Source: an optimization exercise on an open RTL-to-GDS flow (aim: small area, a short achievable clock period and few clock cycles). Production flows keep margins and buffers that such runs may drop.
Only simulation tests tie the RTL to the original design; equivalence was not proved.

==> trial 78: inputs <==
// calculatorTop
module calculatorTop (
	input  logic        clk,
	input  logic        rst_n,
	input  logic        keyReq,
	input  logic [3:0]  keyCode,
	output logic        keyAck,
	output logic        resReq,
	input  logic        resAck,
	output logic        resSign,
	output logic [23:0] resMagnitude,
	output logic [3:0]  resDigits,
	output logic        resError
);
	localparam logic [3:0] S_IDLE  = 4'd0;
	localparam logic [3:0] S_MUL   = 4'd1;
	localparam logic [3:0] S_ALIGN = 4'd2;
	localparam logic [3:0] S_STEP  = 4'd3;
	localparam logic [3:0] S_APPLY = 4'd4;
	localparam logic [3:0] S_FABS  = 4'd5;
	localparam logic [3:0] S_FD1   = 4'd6;
	localparam logic [3:0] S_FD2   = 4'd7;
	localparam logic [3:0] S_FD3   = 4'd8;
	localparam logic [3:0] S_FOUT  = 4'd9;
	logic       kv;
	logic [3:0] K;
	logic       kdone;
	logic [23:0] E;  
	logic [23:0] S;  
	logic [23:0] A;  
	logic [23:0] B;  
	logic [23:0] X;  
	logic [3:0] st;
	logic       fresh;   
	logic [1:0] ph;      
	logic       lowNeg;  
	logic       sZero;   
	logic       errAcc;  
	logic [1:0] nk;      
	logic       nkDiv;   
	logic       first;   
	logic       bc;      
	logic       qneg;    
	logic       xNeg;    
	logic       dnb;     
	logic [4:0] cnt;
	logic [1:0] bs;      
	assign resMagnitude = S;
	logic [2:0]  dh;
	logic [1:0]  dlo;
	logic [22:0] e5;
	logic [23:0] eMul;
	logic [22:0] eA;
	logic        eCo;
	assign dh = K[3:1];
	assign dlo = dh[2] ? 2'b11 : dh[1:0];
	assign eA = {E[20:0], dlo};
	rippleAdd #(.W(23)) entryU (.a(eA), .b(E[22:0]), .ci(dh[2]), .s(e5), .co(eCo));
	assign eMul = {e5, K[0]};
	logic [11:0] eDiv;
	logic [3:0]  dt [13];
	logic [3:0]  bsRem;   
	logic        bsHalf;  
	assign dt[0] = bsHalf ? bsRem : 4'd0;
	for (genvar i = 0; i < 12; i++) begin : g_div10
		div10Step stepU (.rin(dt[i]), .b(E[23-i]), .q(eDiv[11-i]), .rout(dt[i+1]));
	end
	logic        pS, pSraw, pA, pX, invP;
	logic        qE, qB, qA, qA2, qC, invQ, cin;
	logic [23:0] qConst;
	logic [23:0] pOp, qOp;
	logic [23:0] aluA, aluB;
	logic [23:0] alu;
	logic        aluC;
	assign pOp = (({24{pS & ~sZero}} | {24{pSraw}}) & S) | ({24{pA}} & A) | ({24{pX}} & X);
	assign qOp = ({24{qE}} & E) | ({24{qB}} & B) | ({24{qA}} & A) | ({24{qA2}} & {A[22:0], 1'b0})
		| ({24{qC}} & qConst);
	assign aluA = pOp ^ {24{invP}};
	assign aluB = qOp ^ {24{invQ}};
  ...
clock: 80.0 ns
lec_check: 0
cap_margin: 20
core_margin: 2
core_utilization: 40
slew_margin: 20
run.sh (not shown) runs the stock make flow with config.mk's settings and CLKGATE_MAP_FILE= SYNTH_SCRIPT=/design/flow/synth_recipe.tcl, a recipe that flattens the netlist after the stock synthesis.
==> inputs of trial 71, as changes to trial 78 <==
==> flow/design.v (replaced) <==
`timescale 1ns/1ps
package calc_pkg;
	typedef logic signed [24-1:0] operand_t;
	typedef logic [24-1:0] magnitude_t;
	typedef logic [4-1:0] keyCode_t;
	typedef logic [4-1:0] digitCount_t;
	typedef enum logic [1:0] {
		IDLE,
		FORWARD,  
		ACKED
	} entryState_t;
	typedef enum logic [2:0] {
		WAIT,
		REDUCE,
		PUSH,
		FLUSH,  
		EMIT,
		DONE
	} evalState_t;
endpackage
`timescale 1ns/1ps
module calculatorTop (
	input  logic        clk,
	input  logic        rst_n,
	input  logic        keyReq,
	input  logic [3:0]  keyCode,
	output logic        keyAck,
	output logic        resReq,
	input  logic        resAck,
	output logic        resSign,
	output logic [23:0] resMagnitude,
	output logic [3:0]  resDigits,
	output logic        resError
);
	localparam logic [3:0] S_IDLE  = 4'd0;
	localparam logic [3:0] S_MUL   = 4'd1;
	localparam logic [3:0] S_DIVNB = 4'd2;
	localparam logic [3:0] S_ALIGN = 4'd3;
	localparam logic [3:0] S_STEP  = 4'd4;
	localparam logic [3:0] S_APPLY = 4'd5;
	localparam logic [3:0] S_FABS  = 4'd6;
	localparam logic [3:0] S_FD1   = 4'd7;
	localparam logic [3:0] S_FD2   = 4'd8;
	localparam logic [3:0] S_FD3   = 4'd9;
	localparam logic [3:0] S_FOUT  = 4'd10;
	localparam logic [3:0] S_RWAIT = 4'd11;
	logic       kv;
	logic [3:0] K;
	logic       kdone;
	logic [23:0] E;  
	logic [23:0] S;  
	logic [23:0] A;  
	logic [23:0] B;  
	logic [23:0] X;  
	logic [3:0] st;
	logic       fresh;   
	logic [1:0] ph;      
	logic       lowNeg;  
	logic       sZero;   
	logic       errAcc;  
	logic [1:0] nk;      
	logic       nkDiv;   
	logic       first;   
	logic       bc;      
	logic       qneg;    
	logic [4:0] cnt;
	logic [1:0] bs;      
	assign resMagnitude = S;
	logic [2:0]  dh;
	logic [1:0]  dlo;
	logic [22:0] e5;
	logic [23:0] eMul;
	assign dh = K[3:1];
	assign dlo = dh[2] ? 2'b11 : dh[1:0];
	logic [22:0] eA;
	logic [23:0] eCy;
	assign eA = {E[20:0], dlo};
	assign eCy[0] = dh[2];
	for (genvar i = 0; i < 23; i++) begin : g_entry
		assign e5[i] = eA[i] ^ E[i] ^ eCy[i];
		assign eCy[i+1] = (eA[i] & E[i]) | (eCy[i] & (eA[i] ^ E[i]));
	end
	assign eMul = {e5, K[0]};
	logic [11:0] eDiv;
	logic [2:0]  dm;
	logic [3:0]  dt;
	logic [3:0]  dr;
	logic [3:0]  bsRem;   
	logic        bsHalf;  
	always_comb begin
		dt = bsHalf ? bsRem : 4'd0;  
		for (int i = 11; i >= 0; i--) begin
			eDiv[i] = dt >= 4'd5;
			dr = dt - 4'd5;
			dm = eDiv[i] ? dr[2:0] : dt[2:0];
			dt = {dm, E[i+12]};
		end
	end
	logic        pS, pSraw, pA, pX, invP;
	logic        qE, qB, qA, qA2, qX, qC, invQ, cin;
	logic [23:0] qConst;
	logic [23:0] pOp, qOp;
	logic [23:0] alu;
	logic        aluC;
	assign pOp = (({24{pS & ~sZero}} | {24{pSraw}}) & S) | ({24{pA}} & A) | ({24{pX}} & X);
	assign qOp = ({24{qE}} & E) | ({24{qB}} & B) | ({24{qA}} & A) | ({24{qA2}} & {A[22:0], 1'b0})
		| ({24{qX}} & X) | ({24{qC}} & qConst);
	logic [23:0] aluA, aluB;
	logic [24:0] aluCy;
	assign aluA = pOp ^ {24{invP}};
	assign aluB = qOp ^ {24{invQ}};
	assign aluCy[0] = cin;
	for (genvar i = 0; i < 24; i++) begin : g_alu
		assign alu[i] = aluA[i] ^ aluB[i] ^ aluCy[i];
		assign aluCy[i+1] = (aluA[i] & aluB[i]) | (aluCy[i] & (aluA[i] ^ aluB[i]));
	end
	assign aluC = aluCy[24];
	always_comb begin
		qConst = 24'd10000;
		if (st == S_FD2)
			qConst = resDigits[2] ? 24'd1000000 : 24'd100;
		else if (st == S_FD3)
			case (resDigits[2:1])
				2'b00: qConst = 24'd10;
				2'b01: qConst = 24'd1000;
				2'b10: qConst = 24'd100000;
				default: qConst = 24'd10000000;
			endcase
	end
	logic [23:0] smear;
	always_comb begin
		smear[23] = A[23];
		for (int i = 22; i >= 0; i--)
			smear[i] = smear[i+1] | A[i];
	end
	logic fits1, fits4;
	assign fits1 = ~B[23] & ~|(B[22:0] & ~smear[23:1]);
	assign fits4 = ~|B[23:20] & ~|(B[19:0] & ~smear[23:4]);
	logic [2:0] bv;
	assign bv = {1'b0, B[1:0]} + {2'b0, bc};
	logic mulLast;
	assign mulLast = B[23:2] == 22'd0 && !(bv == 3'd3 || bv == 3'd4);
	logic nkLow;
	assign nkLow = nk != 2'd2;
	logic kDigit, kBack, kOp, kHigh, kEq, kMinus, kDivide;
	assign kDigit = K < 4'd10;
	assign kBack = K == 4'd14;
	assign kOp = !kDigit && !kBack;
	assign kHigh = K == 4'd13 || K == 4'd15;
	assign kEq = K == 4'd12;
	assign kMinus = K == 4'd11;
	assign kDivide = K == 4'd15;
	logic engFree;
	assign engFree = st == S_IDLE;
	logic execOp;      
	logic execBsAlu;   
	assign execOp = kv && kOp && engFree;
	assign execBsAlu = kv && kBack && !bsHalf && engFree && (bs == 2'd0 ? E[23] : bs == 2'd2);
	always_comb begin
		pS = 0; pSraw = 0; pA = 0; pX = 0; invP = 0;
		qE = 0; qB = 0; qA = 0; qA2 = 0; qX = 0; qC = 0; invQ = 0; cin = 0;
		if (execOp) begin
			if (ph == 2'd0) begin
				qE = 1;
				if (!kHigh) begin
					pS = 1;
					invQ = lowNeg;
					cin = lowNeg;
				end
			end else begin
				pA = 1;
				invP = 1;
				cin = 1;
			end
		end else if (execBsAlu) begin
			qE = 1;
			invQ = 1;
			cin = 1;
		end
		case (st)
			S_MUL: begin
				pX = !first;
				pS = first && nkLow;
				case (bv)
					3'd1: qA = 1;
					3'd2: qA2 = 1;
					3'd3: qA = 1;
					default: ;
				endcase
				invQ = (bv == 3'd3) ^ (nkLow && lowNeg);
				cin = invQ;
			end
			S_DIVNB: begin qB = 1; invQ = 1; cin = 1; end
			S_ALIGN, S_STEP: begin pA = 1; qB = 1; invQ = 1; cin = 1; end
			S_APPLY: begin
				qX = 1;
				pS = nkLow;
				invQ = qneg ^ (nkLow && lowNeg);
				cin = invQ;
			end
			S_FABS: begin pSraw = 1; invP = 1; cin = 1; end
			S_FD1, S_FD2, S_FD3: begin pSraw = 1; qC = 1; invQ = 1; cin = 1; end
			default: ;
		endcase
	end
	assign kdone = kv && (kDigit || (kBack && (bs == 2'd0 ? bsHalf : bs == 2'd2 && engFree)) || execOp);
	logic accept;
	assign accept = keyReq && !keyAck && (!kv || kdone);
	always_ff @(posedge clk or negedge rst_n) begin
		if (!rst_n) begin
			keyAck <= 1'b0;
			kv <= 1'b0;
		end else begin
			if (accept) begin
				keyAck <= 1'b1;
				kv <= 1'b1;
			end else begin
				if (!keyReq)
					keyAck <= 1'b0;
				if (kdone)
					kv <= 1'b0;
			end
		end
	end
	always_ff @(posedge clk) begin
		if (accept)
			K <= keyCode;
		bsRem <= dt;
	end
	always_ff @(posedge clk or negedge rst_n) begin
		if (!rst_n) begin
			fresh <= 1'b1;
			bs <= 2'd0;
			bsHalf <= 1'b0;
		end else begin
			fresh <= 1'b0;
			if (kv && kBack) begin
				if (bsHalf || (bs == 2'd0 && !E[23]) || bs == 2'd1) begin
					bsHalf <= !bsHalf;
					if (bsHalf && bs == 2'd1)
						bs <= 2'd2;
				end else if (engFree)
					bs <= bs == 2'd0 ? 2'd1 : 2'd0;
			end
		end
	end
	always_ff @(posedge clk) begin
		if (fresh || execOp)
			E <= '0;
		else if (kv && kDigit)
			E <= eMul;
		else if (kv && kBack) begin
			if (bsHalf || (bs == 2'd0 && !E[23]) || bs == 2'd1)
				E <= {E[11:0], eDiv};
			else if (engFree)
				E <= alu;
		end
	end
	always_ff @(posedge clk or negedge rst_n) begin
		if (!rst_n) begin
			st <= S_IDLE;
			ph <= 2'd0;
			lowNeg <= 1'b0;
			sZero <= 1'b1;
			errAcc <= 1'b0;
			resReq <= 1'b0;
		end else begin
			case (st)
				S_IDLE: begin
					if (execOp) begin
						if (ph == 2'd1)
							st <= S_MUL;
						else if (ph == 2'd2) begin
							if (E == 24'd0) begin
								errAcc <= 1'b1;
								st <= S_APPLY;
							end else
								st <= E[23] ? S_DIVNB : S_ALIGN;
						end else if (kHigh)
							ph <= kDivide ? 2'd2 : 2'd1;
						else begin
							sZero <= 1'b0;
							lowNeg <= kMinus;
							if (kEq)
								st <= S_FABS;
						end
					end
				end
				S_MUL: begin
					if (mulLast) begin
						if (nkLow) begin
							ph <= 2'd0;
							sZero <= 1'b0;
							lowNeg <= nk == 2'd1;
							st <= nk == 2'd3 ? S_FABS : S_IDLE;
						end else begin
							ph <= nkDiv ? 2'd2 : 2'd1;
							st <= S_IDLE;
						end
					end
				end
				S_DIVNB: st <= S_ALIGN;
				S_ALIGN, S_STEP: begin
					if (st == S_ALIGN && (fits4 || fits1))
						st <= S_ALIGN;
					else if (cnt == 5'd0)
						st <= S_APPLY;
					else
						st <= S_STEP;
				end
				S_APPLY: begin
					if (nkLow) begin
						ph <= 2'd0;
						sZero <= 1'b0;
						lowNeg <= nk == 2'd1;
						st <= nk == 2'd3 ? S_FABS : S_IDLE;
					end else begin
						ph <= nkDiv ? 2'd2 : 2'd1;
						st <= S_IDLE;
					end
				end
				S_FABS: begin
					lowNeg <= 1'b0;
					ph <= 2'd0;
					errAcc <= 1'b0;
					st <= S_FD1;
				end
				S_FD1: st <= S_FD2;
				S_FD2: st <= S_FD3;
				S_FD3, S_FOUT: begin
					if (!resAck) begin
						resReq <= 1'b1;
						st <= S_RWAIT;
					end else
						st <= S_FOUT;
				end
				S_RWAIT: begin
					if (resAck) begin
						resReq <= 1'b0;
						sZero <= 1'b1;
						st <= S_IDLE;
					end
				end
				default: st <= S_IDLE;
			endcase
		end
	end
	always_ff @(posedge clk) begin
		if (st == S_IDLE && execOp) begin
			nk <= kHigh ? 2'd2 : kEq ? 2'd3 : kMinus ? 2'd1 : 2'd0;
			nkDiv <= kDivide;
			first <= 1'b1;
			bc <= 1'b0;
			cnt <= 5'd0;
			X <= '0;
			qneg <= A[23] ^ E[23];
			if (ph != 2'd0) begin
				B <= E;
				if (ph == 2'd2 && A[23])
					A <= alu;
			end else if (kHigh)
				A <= alu;
			else
				S <= alu;
		end
		case (st)
			S_MUL: begin
				X <= alu;
				first <= 1'b0;
				bc <= bv[2] | (bv == 3'd3);
				A <= {A[21:0], 2'b00};
				B <= {2'b00, B[23:2]};
				if (mulLast) begin
					if (nkLow)
						S <= alu;
					else
						A <= alu;
				end
			end
			S_DIVNB: B <= alu;
			S_ALIGN, S_STEP: begin
				if (st == S_ALIGN && fits4) begin
					B <= {B[19:0], 4'd0};
					cnt <= cnt + 5'd4;
				end else if (st == S_ALIGN && fits1) begin
					B <= {B[22:0], 1'b0};
					cnt <= cnt + 5'd1;
				end else begin
					if (aluC)
						A <= alu;
					X <= {X[22:0], aluC};
					B <= {1'b0, B[23:1]};
					cnt <= cnt - 5'd1;
				end
			end
			S_APPLY: begin
				if (nkLow)
					S <= alu;
				else
					A <= alu;
			end
			S_FABS: begin
				resSign <= S[23];
				resError <= errAcc;
				if (S[23])
					S <= alu;
			end
			S_FD1: resDigits <= {1'b0, aluC, 2'b00};
			S_FD2: resDigits[1] <= aluC;
			S_FD3: resDigits <= {1'b0, resDigits[2:1], aluC} + 4'd1;
			default: ;
		endcase
	end
endmodule
CAP_MARGIN = 0   (was 20)
GPL_TIMING_DRIVEN = 0   (was unset)
SLEW_MARGIN = 0   (was 20)
==> inputs of build 28, as changes to trial 78 <==
CTS_BUF_LIST = sky130_fd_sc_hd__clkbuf_8   (was unset)
CTS_CLUSTER_SIZE = 30   (was unset)
==> summary.txt <==
Transition time at the pin with the least slew margin: trial 71 1.31 ns; build 28 1.14 ns; trial 78 1.10 ns
Area of the die: trial 71 0.0349 mm^2; build 28 0.0321 mm^2; trial 78 0.0321 mm^2
Slowest Stage Delay on Critical Path: trial 71 0.91 ns; build 28 0.60 ns; trial 78 0.60 ns
Setup slack after layout: trial 71 61.80 ns; build 28 62.40 ns; trial 78 62.46 ns
Number of warnings reported in the yosys synthesis log: trial 71 1; build 28 5; trial 78 5
Multiplexer share of the synthesized area: trial 71 6.18%; build 28 6.32%; trial 78 6.32%
Overall via count from detail_route: trial 71 14400; build 28 12100; trial 78 12100
Leading cell type in the layout, fill and taps excluded: trial 71 nand2_1; build 28 nor2_1; trial 78 nor2_1
Run status: trial 71 complete, no violations; build 28 complete, no violations; trial 78 complete, no violations
Buffer share of cell area: trial 71 6.38%; build 28 4.23%; trial 78 4.17%
Number of global-route vias before repair: trial 71 13500; build 28 11300; trial 78 11300
Cell area after placement: trial 71 0.0144 mm^2; build 28 0.0129 mm^2; trial 78 0.0129 mm^2
Global Route met3 Usage: trial 71 8.78%; build 28 4.75%; trial 78 4.77%
R2R depth: trial 71 43; build 28 42; trial 78 42
Drt initial violations: trial 71 2558; build 28 1776; trial 78 1739
Top Metal Used: trial 71 met4; build 28 met5; trial 78 met4
Testbench counts of trial 78, summed over its fixed seeds: cycles 34,751.
Testbench counts of trial 71, summed over its fixed seeds: cycles 35,324.
Testbench counts of build 28, summed over its fixed seeds: cycles 34,751.

-- re-timing with driven ports --
How much do the figures lean on ideal ports? The routed layouts below were timed once more, with nothing changed but the port constraints. Step 1 sets driving cells, clkbuf_16 on the clock port and buf_2 on the other inputs (assumed; they add their load-dependent delay and slew). Step 2, shift: input delay + t, output delay - t, t = (earliest + latest rising clock arrival at the registers) / 2. This alone moves slack from input paths to output paths. a / b / c = ideal / step 1 / step 2; a / b = the first two.
run | t (ns) | slack for setup (ns) | worst register clock-pin slew, ns
trial 78 | 0.492 | 62.455 / 62.404 / 62.531 | 0.08 / 0.08
trial 71 | 0.523 | 61.800 / 61.800 / 61.800 | 0.07 / 0.07
build 28 | 0.530 | 62.398 / 62.352 / 62.525 | 0.11 / 0.11
After both steps setup and hold are still met in every run listed.
